What follows belongs to an exercise in optimizing a design on an open flow for small area; a production flow would make more cautious choices. Only simulation tests tie the RTL to the original design; equivalence was not proved. Power is estimated from default activity; no workload was simulated. The flow treats the clock pin as an ideal source, which a real chip does not have.

==> module real_mem_to_reg, before the edit <==
module real_mem_to_reg #(
    parameter int DATA_W = 16,
    parameter int MEM_AW = 7,
    parameter int REG_AW = 4
) (
    input  logic              CLK,
    input  logic              RESET_N,
    input  logic [DATA_W-1:0] AData,
    input  logic              MemWrite,
    input  logic [DATA_W-1:0] MemData,
    input  logic              IRWrite,
    input  logic [DATA_W-1:0] IRData,
    input  logic              RegWrite,
    output logic [DATA_W-1:0] AccOut
);
    localparam int MEM_DEPTH = 2 ** MEM_AW;
    localparam int REG_DEPTH = 2 ** REG_AW;
    logic                             phase;
    logic [REG_AW-1:0]                ir;
    logic [MEM_DEPTH-1:0][DATA_W-1:0] mem;
    logic [MEM_DEPTH-1:0]             mem_vld;
    logic [REG_DEPTH-1:0][DATA_W-1:0] regs;
    logic [REG_DEPTH-1:0]             reg_vld;
    logic [MEM_AW-1:0] mem_addr;
    assign mem_addr = AData[MEM_AW-1:0];
    logic [7:0]  lo, lo_we;
    logic [15:0] hi;
    logic [3:0]  ir_lo, ir_lo_we, ir_hi;
    always_comb begin
        for (int l = 0; l < 8; l++) begin
            lo[l]    = mem_addr[2:0] == 3'(l);
            lo_we[l] = MemWrite && mem_addr[2:0] == 3'(l);
        end
        for (int h = 0; h < 16; h++) begin
            hi[h] = mem_addr[6:3] == 4'(h);
        end
        for (int k = 0; k < 4; k++) begin
            ir_lo[k]    = ir[1:0] == 2'(k);
            ir_lo_we[k] = RegWrite && ir[1:0] == 2'(k);
            ir_hi[k]    = ir[3:2] == 2'(k);
        end
    end
    logic [MEM_DEPTH-1:0] mem_we, mem_we_n, mem_vld_d, mem_sel;
    for (genvar i = 0; i < MEM_DEPTH; i++) begin : g_mword
        rmr_nand2 u_wen (.a(lo_we[i%8]), .b(hi[i/8]), .y(mem_we_n[i]));
        rmr_inv   u_we  (.a(mem_we_n[i]), .y(mem_we[i]));
        rmr_or2   u_vld (.a(mem_vld[i]), .b(mem_we[i]), .y(mem_vld_d[i]));
        rmr_and3  u_sel (.a(lo[i%8]), .b(hi[i/8]), .c(mem_vld[i]), .y(mem_sel[i]));
    end
    logic [REG_DEPTH-1:0] reg_we, reg_we_n, reg_vld_d, reg_sel;
    for (genvar j = 0; j < REG_DEPTH; j++) begin : g_rword
        rmr_nand2 u_wen (.a(ir_lo_we[j%4]), .b(ir_hi[j/4]), .y(reg_we_n[j]));
        rmr_inv   u_we  (.a(reg_we_n[j]), .y(reg_we[j]));
        rmr_or2   u_vld (.a(reg_vld[j]), .b(reg_we[j]), .y(reg_vld_d[j]));
        rmr_and3  u_sel (.a(ir_lo[j%4]), .b(ir_hi[j/4]), .c(reg_vld[j]), .y(reg_sel[j]));
    end
    logic mem_hit, reg_hit, mem_miss_fill, acc_flip;
    rmr_or128 u_mhit (.a(mem_sel), .y(mem_hit));
    rmr_or16  u_rhit (.a(reg_sel), .y(reg_hit));
    assign mem_miss_fill = phase & ~mem_hit;
    rmr_and2 u_flip (.a(phase), .b(reg_hit), .y(acc_flip));
    logic [DATA_W-1:0] reg_line, mem_line_n;
    logic [DATA_W-1:0][MEM_DEPTH/32-1:0] mem_line;
    logic [MEM_DEPTH-1:0][DATA_W-1:0] mem_d;
    logic [REG_DEPTH-1:0][DATA_W-1:0] regs_d;
    for (genvar b = 0; b < DATA_W; b++) begin : g_bit
        logic [MEM_DEPTH-1:0] mcol;
        logic [REG_DEPTH-1:0] rcol;
        logic                 racc;
        for (genvar i = 0; i < MEM_DEPTH; i++) begin : g_mc
            assign mcol[i] = mem[i][b];
            rmr_o22ai u_nx (.a1(mem[i][b]), .a2(mem_we[i]), .b1(mem_we_n[i]), .b2(mem_line[b][i/32]),
                            .y(mem_d[i][b]));
        end
        for (genvar j = 0; j < REG_DEPTH; j++) begin : g_rc
            assign rcol[j] = regs[j][b];
            rmr_o22ai u_nx (.a1(regs[j][b]), .a2(reg_we[j]), .b1(reg_we_n[j]), .b2(reg_line[b]),
                            .y(regs_d[j][b]));
        end
        rmr_xnor2  u_mline (.a(MemData[b]), .b(phase), .y(mem_line_n[b]));
        for (genvar k = 0; k < MEM_DEPTH / 32; k++) begin : g_ml
            rmr_inv u_mldrv (.a(mem_line_n[b]), .y(mem_line[b][k]));
        end
        rmr_sel128 u_mrd (.sel(mem_sel), .d(mcol), .extra(mem_miss_fill), .y(reg_line[b]));
        rmr_sel16  u_rrd (.sel(reg_sel), .d(rcol), .y(racc));
        rmr_xor2   u_acc (.a(racc), .b(acc_flip), .y(AccOut[b]));
    end
    always_ff @(posedge CLK or negedge RESET_N) begin
        if (!RESET_N) begin
            phase <= 1'b0;
        end else begin
            phase <= ~phase;
        end
    end
    always_ff @(posedge CLK or negedge RESET_N) begin
        if (!RESET_N) begin
            ir <= '0;
        end else if (IRWrite) begin
            ir <= IRData[REG_AW-1:0];
        end
    end
    always_ff @(posedge CLK or negedge RESET_N) begin
        if (!RESET_N) begin
            mem_vld <= '0;
            reg_vld <= '0;
        end else begin
            mem_vld <= mem_vld_d;
            reg_vld <= reg_vld_d;
        end
    end
    always_ff @(posedge CLK) begin
        mem  <= mem_d;
        regs <= regs_d;
    end
endmodule
==> flow/config.mk <==
export PLATFORM = sky130hd
export DESIGN_NAME = real_mem_to_reg
export DESIGN_NICKNAME = real_mem_to_reg
export VERILOG_FILES = /design/flow/design.v
export SDC_FILE = /design/flow/constraint.sdc
export NUM_CORES = 4
export LEC_CHECK = 0
export CAP_MARGIN = 10
export CORE_MARGIN = 2
export CORE_UTILIZATION = 60
export GPL_TIMING_DRIVEN = 0
export SLEW_MARGIN = 10
export SYNTH_HIERARCHICAL = 1
export SYNTH_MINIMUM_KEEP_SIZE = 0
==> flow/constraint.sdc <==
create_clock -name core_clock -period 8.0 [get_ports {CLK}]
set_input_delay 1.6000 -clock core_clock [delete_from_list [all_inputs] [get_ports {CLK}]]
set_output_delay 1.6000 -clock core_clock [all_outputs]
set_load 0.01 [all_outputs]
standard.sh (not shown) runs the stock make flow with config.mk's settings and CLKGATE_MAP_FILE= SYNTH_SCRIPT=/design/flow/synth_recipe.tcl, a recipe that flattens the netlist after the stock synthesis.
==> flow/flow/run.sh <==
#!/bin/bash
# The standard layout (standard.sh), with two changes passed to ORFS through its variables:
# - clock tree synthesis without dummy loads, in clusters of up to 30 flip-flops;
# - the smallest buffer on each input and output port (repair may still resize it).
# The make output goes to standard_make.log; ORFS keeps each step's log under orfs/logs.
set -euo pipefail
export CTS_ARGS="-sink_clustering_enable -repair_clock_nets -dont_use_dummy_load -sink_clustering_size 30 -sink_clustering_max_diameter 100 -buf_list {sky130_fd_sc_hd__clkbuf_8 sky130_fd_sc_hd__clkbuf_16}"
export BUFFER_PORTS_ARGS="-buffer_cell sky130_fd_sc_hd__buf_1"
bash standard.sh > standard_make.log 2>&1
The starting point finished clean.
Next try:
--- a/flow/design.v
+++ b/flow/design.v
@@ -25,10 +25,13 @@
 module rmr_inv (input logic a, output logic y);
     assign y = ~a;
 endmodule
 module rmr_and2 (input logic a, b, output logic y);
     assign y = a & b;
+endmodule
+module rmr_and4 (input logic a, b, c, d, output logic y);
+    assign y = a & b & c & d;
 endmodule
 module rmr_and3 (input logic a, b, c, output logic y);
     assign y = a & b & c;
 endmodule
 module rmr_xor2 (input logic a, b, output logic y);
@@ -111,26 +114,37 @@
     logic [MEM_DEPTH-1:0]             mem_vld;
     logic [REG_DEPTH-1:0][DATA_W-1:0] regs;
     logic [REG_DEPTH-1:0]             reg_vld;
     logic [MEM_AW-1:0] mem_addr;
     assign mem_addr = AData[MEM_AW-1:0];
+    logic [MEM_AW-1:0] a_n;
+    logic [1:0]        ir_lo_n, ir_hi_n;
+    for (genvar k = 0; k < MEM_AW; k++) begin : g_an
+        rmr_inv u (.a(mem_addr[k]), .y(a_n[k]));
+    end
+    for (genvar k = 0; k < 2; k++) begin : g_irn
+        rmr_inv u_lo (.a(ir[k]), .y(ir_lo_n[k]));
+        rmr_inv u_hi (.a(ir[k+2]), .y(ir_hi_n[k]));
+    end
     logic [7:0]  lo, lo_we;
     logic [15:0] hi;
     logic [3:0]  ir_lo, ir_lo_we, ir_hi;
-    always_comb begin
-        for (int l = 0; l < 8; l++) begin
-            lo[l]    = mem_addr[2:0] == 3'(l);
-            lo_we[l] = MemWrite && mem_addr[2:0] == 3'(l);
-        end
-        for (int h = 0; h < 16; h++) begin
-            hi[h] = mem_addr[6:3] == 4'(h);
-        end
-        for (int k = 0; k < 4; k++) begin
-            ir_lo[k]    = ir[1:0] == 2'(k);
-            ir_lo_we[k] = RegWrite && ir[1:0] == 2'(k);
-            ir_hi[k]    = ir[3:2] == 2'(k);
-        end
+    for (genvar l = 0; l < 8; l++) begin : g_lo
+        rmr_and3 u_lo (.a(l[0] ? mem_addr[0] : a_n[0]), .b(l[1] ? mem_addr[1] : a_n[1]),
+                       .c(l[2] ? mem_addr[2] : a_n[2]), .y(lo[l]));
+        rmr_and4 u_we (.a(MemWrite), .b(l[0] ? mem_addr[0] : a_n[0]), .c(l[1] ? mem_addr[1] : a_n[1]),
+                       .d(l[2] ? mem_addr[2] : a_n[2]), .y(lo_we[l]));
+    end
+    for (genvar h = 0; h < 16; h++) begin : g_hi
+        rmr_and4 u_hi (.a(h[0] ? mem_addr[3] : a_n[3]), .b(h[1] ? mem_addr[4] : a_n[4]),
+                       .c(h[2] ? mem_addr[5] : a_n[5]), .d(h[3] ? mem_addr[6] : a_n[6]), .y(hi[h]));
+    end
+    for (genvar k = 0; k < 4; k++) begin : g_irdec
+        rmr_and2 u_lo (.a(k[0] ? ir[0] : ir_lo_n[0]), .b(k[1] ? ir[1] : ir_lo_n[1]), .y(ir_lo[k]));
+        rmr_and3 u_we (.a(RegWrite), .b(k[0] ? ir[0] : ir_lo_n[0]), .c(k[1] ? ir[1] : ir_lo_n[1]),
+                       .y(ir_lo_we[k]));
+        rmr_and2 u_hi (.a(k[0] ? ir[2] : ir_hi_n[0]), .b(k[1] ? ir[3] : ir_hi_n[1]), .y(ir_hi[k]));
     end
     logic [MEM_DEPTH-1:0] mem_we, mem_we_n, mem_vld_d, mem_sel;
     for (genvar i = 0; i < MEM_DEPTH; i++) begin : g_mword
         rmr_nand2 u_wen (.a(lo_we[i%8]), .b(hi[i/8]), .y(mem_we_n[i]));
         rmr_inv   u_we  (.a(mem_we_n[i]), .y(mem_we[i]));
@@ -148,29 +162,29 @@
     rmr_or128 u_mhit (.a(mem_sel), .y(mem_hit));
     rmr_or16  u_rhit (.a(reg_sel), .y(reg_hit));
     assign mem_miss_fill = phase & ~mem_hit;
     rmr_and2 u_flip (.a(phase), .b(reg_hit), .y(acc_flip));
     logic [DATA_W-1:0] reg_line, mem_line_n;
-    logic [DATA_W-1:0][MEM_DEPTH/32-1:0] mem_line;
+    logic [DATA_W-1:0][MEM_DEPTH/64-1:0] mem_line;
     logic [MEM_DEPTH-1:0][DATA_W-1:0] mem_d;
     logic [REG_DEPTH-1:0][DATA_W-1:0] regs_d;
     for (genvar b = 0; b < DATA_W; b++) begin : g_bit
         logic [MEM_DEPTH-1:0] mcol;
         logic [REG_DEPTH-1:0] rcol;
         logic                 racc;
         for (genvar i = 0; i < MEM_DEPTH; i++) begin : g_mc
             assign mcol[i] = mem[i][b];
-            rmr_o22ai u_nx (.a1(mem[i][b]), .a2(mem_we[i]), .b1(mem_we_n[i]), .b2(mem_line[b][i/32]),
+            rmr_o22ai u_nx (.a1(mem[i][b]), .a2(mem_we[i]), .b1(mem_we_n[i]), .b2(mem_line[b][i/64]),
                             .y(mem_d[i][b]));
         end
         for (genvar j = 0; j < REG_DEPTH; j++) begin : g_rc
             assign rcol[j] = regs[j][b];
             rmr_o22ai u_nx (.a1(regs[j][b]), .a2(reg_we[j]), .b1(reg_we_n[j]), .b2(reg_line[b]),
                             .y(regs_d[j][b]));
         end
         rmr_xnor2  u_mline (.a(MemData[b]), .b(phase), .y(mem_line_n[b]));
-        for (genvar k = 0; k < MEM_DEPTH / 32; k++) begin : g_ml
+        for (genvar k = 0; k < MEM_DEPTH / 64; k++) begin : g_ml
             rmr_inv u_mldrv (.a(mem_line_n[b]), .y(mem_line[b][k]));
         end
         rmr_sel128 u_mrd (.sel(mem_sel), .d(mcol), .extra(mem_miss_fill), .y(reg_line[b]));
         rmr_sel16  u_rrd (.sel(reg_sel), .d(rcol), .y(racc));
         rmr_xor2   u_acc (.a(racc), .b(acc_flip), .y(AccOut[b]));
Combinational power drops by about 2%.
Design area is about the same.
Final cell count barely changes.
Sequential power is about the same.
Count of clock-buffer cells in the layout stays the same.
Sequential share of layout area is about the same.
Via count falls by 0.85%.

-- separate check: timing with driven ports --
The results above use ideal ports. As a check the final layouts listed here were re-extracted and re-timed, cells and wires unchanged. Step 1, drivers: a clkbuf_16 drives CLK and a buf_2 each remaining input, both assumed. Step 2 moves the port delays by t, midway between the first and last clock arrival at a register: inputs arrive t later, outputs are due t later. That takes back most of the time a late clock gives input paths. Three values: no drivers, after step 1, after step 2; two values: the first two.
| run | shift t [ns] | slack for setup (ns) | worst hold slack (ns) | clock arrival spread, ns | worst slew at a driven data input, ns |
|---|---|---|---|---|---|
| the first run | 0.841 | 1.372 / 1.409 / 0.568 | 0.447 / 0.447 / 0.447 | 0.029 / 0.029 | 0.24 |
| the second run | 0.830 | 1.238 / 1.227 / 0.398 | 0.447 / 0.447 / 0.447 | 0.047 / 0.047 | 0.14 |
After both steps setup and hold are still met in every run listed. For the second run, which loses most, drivers alone change the setup slack by -0.011 ns; drivers and shift together by -0.840 ns.
